This is an optimization exercise on Yosys and OpenROAD, whose aim is small area and a short achievable clock period, not a production implementation.

==> indigo: inputs <==
## ex_top
module ex_top (
    input  logic               clk,
    input  logic               reset,
    input  logic               in_valid,
    input  logic [4:0]         operator,
    input  logic [31:0]        operand1,
    input  logic [31:0]        operand2,
    input  logic [4:0]         dest_addr,
    input  logic               dest_write,
    output logic               out_valid,
    output logic [4:0]         write_addr,
    output logic               write_enable,
    output logic [31:0]        write_data
);
make LEC_CHECK=0 CAP_MARGIN=20 CORE_MARGIN=2 CORE_UTILIZATION=40 SLEW_MARGIN=20 finish   # period 14.0 ns
run.sh (not shown) runs the stock make flow with config.mk's settings and CLKGATE_MAP_FILE= SYNTH_SCRIPT=/design/flow/synth_recipe.tcl, a recipe that flattens the netlist after the stock synthesis.
==> sierra: changes against indigo <==
--- a/flow/design.v
+++ b/flow/design.v
@@ -9,13 +9,13 @@
     input  logic               dest_write,
     output logic               out_valid,
     output logic [4:0]         write_addr,
     output logic               write_enable,
     output logic [31:0]        write_data
 );
-    localparam bit SHIFT_MULT = 0;
+    localparam bit SHIFT_MULT = 1;
     logic [4:0] op;
     assign op = operator;
     logic op_or, op_and, op_nor, op_xor, op_sll, op_srl, op_sra;
     logic op_add, op_addu, op_sub, op_subu, op_slt, op_sltu, op_clz, op_clo;
     logic op_mul, op_mult, op_multu, op_mfhi, op_mflo, op_mthi, op_mtlo;
     assign op_or    = op == 5'd1;
ABC_AREA = 1   (was not set)
CORE_UTILIZATION = 60   (was 40)
==> notes <==
Of indigo and sierra, sierra has the higher register-to-register slack (gap 0.90 ns).
Clock skew: sierra is lower than indigo (0.0029 ns).
Against sierra, the non-clock buffer count of indigo is higher by 87.
Between sierra and indigo, the lower worst hold slack is in sierra (gap 0.080 ns).
Between indigo and sierra, the lower via count is in sierra (gap 63%, measured against sierra).
sierra ran to the end with no violations. indigo passed the timing, design-rule and antenna checks.
Against sierra, the global-route usage of indigo is lower by 5.7 points.
==> figures <==
| quantity | indigo | sierra |
|---|---|---|
| Clk tree area frac | 0.00676 | 0.00883 |
| Synthesized-area fraction occupied by xor and xnor cells | 0.0224 | 0.164 |
| Worst hold path startpoint | hi[5] | hi[31] |
| Inst Count DP | 7,388 | 4,968 |
| Iter 0 DRT Violations | 9,548 | 4,427 |
| Fin Clk Skew | 0.0151 ns | 0.0122 ns |
| Wire length of the first global-routing pass | 355,000 um | 207,000 um |
| Critical-path top delay cell | sky130_fd_sc_hd__o21ai_0 | sky130_fd_sc_hd__fa_1 |
| Number of fill cells | 11,700 | 5,098 |
| Status | timing/DRC/antenna clean | timing/DRC/antenna clean |
| Met2 usage | 0.593 | 0.673 |
No run of this note included a check of the RTL's function; only the layout flow was run.

* * *

==> inputs of run E <==
ex_top, a different RTL version from the one above (not shown whole).
make LEC_CHECK=0 ABC_AREA=1 CAP_MARGIN=20 CORE_MARGIN=2 CORE_UTILIZATION=40 SETUP_SLACK_MARGIN=2.0 SLEW_MARGIN=20 SYNTH_HIERARCHICAL=1 finish   # period 14.0 ns
==> run P (differences from run E) <==
--- a/flow/design.v
+++ b/flow/design.v
@@ -7,17 +7,17 @@
     input  logic [31:0]        operand2,
     input  logic [4:0]         dest_addr,
     input  logic               dest_write,
     output logic               out_valid,
     output logic [4:0]         write_addr,
     output logic               write_enable,
     output logic [31:0]        write_data
 );
-    localparam bit SHIFT_MULT = 1;
+    localparam bit SHIFT_MULT = 0;
     logic [4:0] op;
     assign op = operator;
     logic op_or, op_and, op_nor, op_xor, op_sll, op_srl, op_sra;
     logic op_add, op_addu, op_sub, op_subu, op_slt, op_sltu, op_clz, op_clo;
     logic op_mul, op_mult, op_multu, op_mfhi, op_mflo, op_mthi, op_mtlo;
     assign op_or    = op == 5'd1;
     assign op_and   = op == 5'd2;
     assign op_nor   = op == 5'd3;
@@ -62,17 +62,17 @@
                 assign pw[j] = (op_sll & eq[j]) | (is_shr & eq[32-j]);
             end
             assign msigned = op_mul | op_mult;
             assign m = {(msigned | op_sra) & operand2[31], operand2};
             assign r = {msigned & operand1[31], (msigned & operand1[31]) | pw[32],
                         (operand1 & {32{~(op_sll | is_shr)}}) | pw[31:0]};
             assign d16 = (r[31] | r[32]) & ~r[33];
         end else begin : g_rsel
-            assign msigned = op_mul | op_mult;
+            assign msigned = ~op[1];
             assign m = {msigned & operand2[31], operand2};
             assign r = {{2{msigned & operand1[31]}}, operand1};
             assign d16 = operand1[31] & ~msigned;
         end
     endgenerate
     wire bo1 = r[0] ^ 1'b0;
     wire bt2 = (r[1] & ~r[0] & ~1'b0) | (~r[1] & r[0] & 1'b0);
     wire pp3 = (bo1 & m[0]) ^ r[1];
Settings changed: SETUP_SLACK_MARGIN 2.0 to unset.
==> run summary <==
* GRT met2 Usage at 49.1%
* Mapped cell area at 32,200 um^2
* Post-Syn Nets at 4,604
* Status: timing/DRC/antenna clean
* Final #Nets at 4,552
* N_taps at 1,050
* Horiz. Die Dim at 288 um
-- figures above: run E

==> run summary <==
* N_taps at 1,070
* Status: timing/DRC/antenna clean
* Post-Syn Nets at 4,854
* GRT met2 Usage at 51.5%
* Yosys warns at 7
* Horiz. Die Dim at 292 um
* Mapped cell area at 33,200 um^2
-- figures above: run P

No functional check of the RTL was part of any run of this note.

[afterwards: timing with drivers on the ports]
The flow's constraints put no driver on any port. The routed layouts listed below were extracted and timed again, unchanged, in two steps. Step 1, drivers: a clkbuf_16 drives clk and a buf_2 each remaining input, both assumed. Step 2 times the ports against the registers' clock, not the clock port: input delays grow and output delays shrink by t, the midpoint of the rising clock arrivals with the driver on. a / b / c = ideal / step 1 / step 2; a / b = the first two.
| run | t (ns) | setup slack, ns | worst register clock-pin slew, ns | cell pins on the clock port's net |
|---|---|---|---|---|
| indigo | 0.455 | 1.503 / 1.539 / 1.084 | 0.09 / 0.09 | 1 |
| sierra | 0.412 | 0.940 / 0.950 / 0.537 | 0.09 / 0.09 | 1 |
| run E | 0.408 | 2.318 / 2.332 / 1.924 | 0.09 / 0.09 | 1 |
| run P | 0.415 | 3.117 / 3.136 / 2.721 | 0.08 / 0.08 | 1 |
After both steps setup and hold are still met in every run listed. For indigo, which loses most, drivers alone change the setup slack by +0.036 ns; drivers and shift together by -0.419 ns.
